This design comes from an exercise in tuning for small area, a short achievable clock period and few clock cycles per item on the open sky130 flow, not from production work.
RTL that was checked went through simulation tests only; none was proved equivalent to the original.

==> run D <==
## rbm_gibbs_top
module rbm_gibbs_top #(
   parameter int                            visible_dim = 16,
   parameter int                            hidden_dim  = 8,
   parameter int                            addr_width  = 8,
   parameter logic [rbm_pkg::prob_width-1:0] fwd_seed    = 8'h5a,
   parameter logic [rbm_pkg::prob_width-1:0] bwd_seed    = 8'hc3
) (
   input  logic                                   clock,
   input  logic                                   reset,
   input  logic                                   mode,
   input  logic                                   load_valid,
   output logic                                   load_ready,
   input  logic [addr_width-1:0]                  load_addr,
   input  logic signed [rbm_pkg::weight_width-1:0] load_data,
   input  logic                                   in_valid,
   output logic                                   in_ready,
   input  logic [visible_dim-1:0]                 in_visible,
   output logic                                   out_valid,
   input  logic                                   out_ready,
   output logic [hidden_dim-1:0]                  out_hidden,
   output logic [visible_dim-1:0]                 out_recon
);
==> flow/config.mk <==
export PLATFORM = sky130hd
export DESIGN_NAME = rbm_gibbs_top
export DESIGN_NICKNAME = rbm_gibbs_top
export VERILOG_FILES = /design/flow/design.v
export SDC_FILE = /design/flow/constraint.sdc
export NUM_CORES = 4
export LEC_CHECK = 0
export ABC_AREA = 1
export CAP_MARGIN = 20
export CORE_MARGIN = 2
export CORE_UTILIZATION = 45
export CTS_CLUSTER_DIAMETER = 100
export CTS_CLUSTER_SIZE = 20
export SLEW_MARGIN = 20
==> flow/constraint.sdc <==
create_clock -name core_clock -period 10.0 [get_ports {clock}]
set_input_delay 2.0000 -clock core_clock [delete_from_list [all_inputs] [get_ports {clock}]]
set_output_delay 2.0000 -clock core_clock [all_outputs]
set_load 0.01 [all_outputs]
standard.sh (not shown) runs the stock make flow with config.mk's settings and CLKGATE_MAP_FILE= SYNTH_SCRIPT=/design/flow/synth_recipe.tcl, a recipe that flattens the netlist after the stock synthesis.
==> flow/flow/run.sh <==
#!/bin/bash
# Standard synthesis and layout, with timing repair asked to aim below the design's
# clock period (a larger setup margin); the SDC and every other setting are unchanged.
set -uo pipefail
bash standard.sh SETUP_SLACK_MARGIN=6.25 finish > make_finish.log 2>&1
==> inputs of run X, as changes to run D <==
==> flow/flow/run.sh (replaced) <==
#!/bin/bash
# Standard synthesis and layout, with timing repair asked to aim below the design's
# clock period (a larger setup margin) and clock tree synthesis without dummy loads;
# the SDC and every other setting are unchanged.
set -uo pipefail
bash standard.sh SETUP_SLACK_MARGIN=6.4 \
  "CTS_ARGS=-sink_clustering_enable -repair_clock_nets -dont_use_dummy_load -sink_clustering_size 20 -sink_clustering_max_diameter 100" \
  finish > make_finish.log 2>&1
==> summary.txt <==
Placer congestion estimate = 0.932
Outcome = complete, no violations
Multi-input gate area = 0.171 sq mm
Met3 wire len = 62.9 mm
The numbers above come from run D.

==> summary.txt <==
Placer congestion estimate = 0.938
Outcome = complete, no violations
Met3 wire len = 72.0 mm
Max FFs per register = 600
The numbers above come from run X.

Testbench counts of run D, summed over its fixed seeds: cycles 1,216, items 1,024.
Testbench counts of run X, summed over its fixed seeds: cycles 1,216, items 1,024.

========
==> inputs of exp/violet <==
rbm_gibbs_top, a different RTL version from the one above (not shown whole).
export LEC_CHECK = 0
export ABC_AREA = 1
export CAP_MARGIN = 20
export CORE_MARGIN = 2
export CORE_UTILIZATION = 40
export SLEW_MARGIN = 20
create_clock -name core_clock -period 10.0 [get_ports {clock}]
==> flow/flow/run.sh <==
#!/bin/bash
# Standard synthesis and layout, with timing repair asked to aim below the design's
# clock period (a larger setup margin); the SDC and every other setting are unchanged.
set -uo pipefail
bash standard.sh SETUP_SLACK_MARGIN=6.4 finish > make_finish.log 2>&1
==> inputs of exp/maple, as changes to exp/violet <==
==> flow/run.sh (new file) <==
#!/bin/bash
# synth_recipe.tcl (not shown) runs the flow's synth.tcl, then flattens the netlist and writes it again
# the make line also repeats each setting of config.mk as NAME=value (left out here)
make -C /OpenROAD-flow-scripts/flow DESIGN_CONFIG=/design/flow/config.mk WORK_HOME=/design/flow/orfs CLKGATE_MAP_FILE= SYNTH_SCRIPT=/design/flow/synth_recipe.tcl finish
removed: flow/flow/run.sh
removed: flow/standard.sh
==> summary.txt <==
item	exp/violet	exp/maple
Run status	no timing/DRC/antenna violations	no timing/DRC/antenna violations
Met2 WL	490000 um	488000 um
Largest driver fanout on the critical path	2	57
Drt wl/cell	17.0 um	16.7 um
Proportion of layout cells with a drive suffix above 1	0.0403	0.0371
Overall via count from detail_route	304000	303000
Cell area after layout	0.421 sq mm	0.419 sq mm
Clock latency at the later pin of the worst-skew pair	1110 ps	1140 ps
Register fraction of the total cell area	0.359	0.360
Number of clock-tree buffers in the layout	979	972
Critical Path AT	1700 ps	5410 ps
Worst-path clk slew	60 ps	70 ps
Layout buffering overhead excluding clock cells	0.00909	0.00580
No run of this note included a check of the RTL's function; only the layout flow was run.

========
==> inputs of 07-16 <==
Another version of the RTL of rbm_gibbs_top (not shown whole).
==> flow/config.mk <==
export PLATFORM = sky130hd
export DESIGN_NAME = rbm_gibbs_top
export DESIGN_NICKNAME = rbm_gibbs_top
export VERILOG_FILES = /design/flow/design.v
export SDC_FILE = /design/flow/constraint.sdc
export NUM_CORES = 4
export LEC_CHECK = 0
export ABC_AREA = 1
export CAP_MARGIN = 20
export CORE_MARGIN = 2
export CORE_UTILIZATION = 50
export SLEW_MARGIN = 20
==> flow/constraint.sdc <==
create_clock -name core_clock -period 10.0 [get_ports {clock}]
set_input_delay 2.0000 -clock core_clock [delete_from_list [all_inputs] [get_ports {clock}]]
set_output_delay 2.0000 -clock core_clock [all_outputs]
set_load 0.01 [all_outputs]
==> flow/flow/run.sh <==
#!/bin/bash
# Standard synthesis and layout, with timing repair asked to aim below the design's
# clock period (a larger setup margin); the SDC and every other setting are unchanged.
set -uo pipefail
bash standard.sh SETUP_SLACK_MARGIN=6.55 finish > make_finish.log 2>&1
==> inputs of 08-08, as changes to 07-16 <==
==> flow/flow/run.sh (replaced) <==
#!/bin/bash
# Standard synthesis and layout, with timing repair asked to aim below the design's
# clock period (a larger setup margin) and clock tree synthesis without dummy loads;
# the SDC and every other setting are unchanged.
set -uo pipefail
bash standard.sh SETUP_SLACK_MARGIN=6.55 \
  "CTS_ARGS=-sink_clustering_enable -repair_clock_nets -dont_use_dummy_load -sink_clustering_size 20 -sink_clustering_max_diameter 100" \
  finish > make_finish.log 2>&1
--- a/flow/config.mk
+++ b/flow/config.mk
@@ -9,4 +9,6 @@
 export CAP_MARGIN = 20
 export CORE_MARGIN = 2
 export CORE_UTILIZATION = 50
+export CTS_CLUSTER_DIAMETER = 100
+export CTS_CLUSTER_SIZE = 20
 export SLEW_MARGIN = 20
==> summary.txt <==
Of 07-16 and 08-08, 08-08 has the higher sequential share of layout area (gap 1.0 points). Flip-flop and latch count is the same in 07-16 and 08-08. Against 07-16, the hold slack of 08-08 is worse by 0.052 ns. Count of clock-buffer cells in the layout: 08-08 is lower than 07-16 (516). Clock skew: 07-16 is higher than 08-08 (0.0034 ns). Between 08-08 and 07-16, the lower register-to-register slack is in 07-16 (gap 0.08 ns). In die area, 08-08 and 07-16 do not differ. Cell count: 08-08 is smaller than 07-16 (1.5%).
Testbench counts of 07-16, summed over its fixed seeds: cycles 1,216, items 1,024.
Testbench counts of 08-08, summed over its fixed seeds: cycles 1,216, items 1,024.

==> re-timing with driven ports <==
The flow's constraints put no driver on any port. The routed layouts listed below were extracted and timed again, unchanged, in two steps. Step 1 assumes that a clkbuf_16 drives the clock port and a buf_2 every other input. Step 2 adds t to the input delays and takes it off the output delays; t is the mean of the earliest and latest rising clock arrival at the registers after step 1. Input paths then give back, and output paths get back, about the clock's delay inside the block. a / b / c = ideal ports / drivers / drivers and shift; a / b = the first two.
| run | shift t [ns] | setup WS [ns] | hold WS [ns] | slew at the worst register clock pin (ns) | worst slew at a driven data input, ns |
|---|---|---|---|---|---|
| run D | 1.218 | 6.094 / 6.094 / 4.985 | 0.318 / 0.318 / 0.318 | 0.10 / 0.10 | 0.06 |
| run X | 1.174 | 6.098 / 6.098 / 5.337 | 0.294 / 0.294 / 0.294 | 0.10 / 0.10 | 0.08 |
| exp/violet | 1.217 | 6.298 / 6.145 / 5.694 | 0.274 / 0.274 / 0.274 | 0.08 / 0.08 | 0.05 |
| exp/maple | 1.218 | 5.508 / 5.508 / 4.818 | 0.311 / 0.311 / 0.311 | 0.07 / 0.07 | 0.05 |
| 07-16 | 1.279 | 6.112 / 6.104 / 5.269 | 0.318 / 0.318 / 0.318 | 0.07 / 0.07 | 0.27 |
| 08-08 | 1.151 | 6.193 / 6.165 / 5.340 | 0.266 / 0.266 / 0.266 | 0.09 / 0.09 | 0.28 |
After both steps setup and hold are still met in every run listed. The setup slack of run D, which loses most, moves by 0.000 ns with the drivers and by -1.109 ns with both steps.
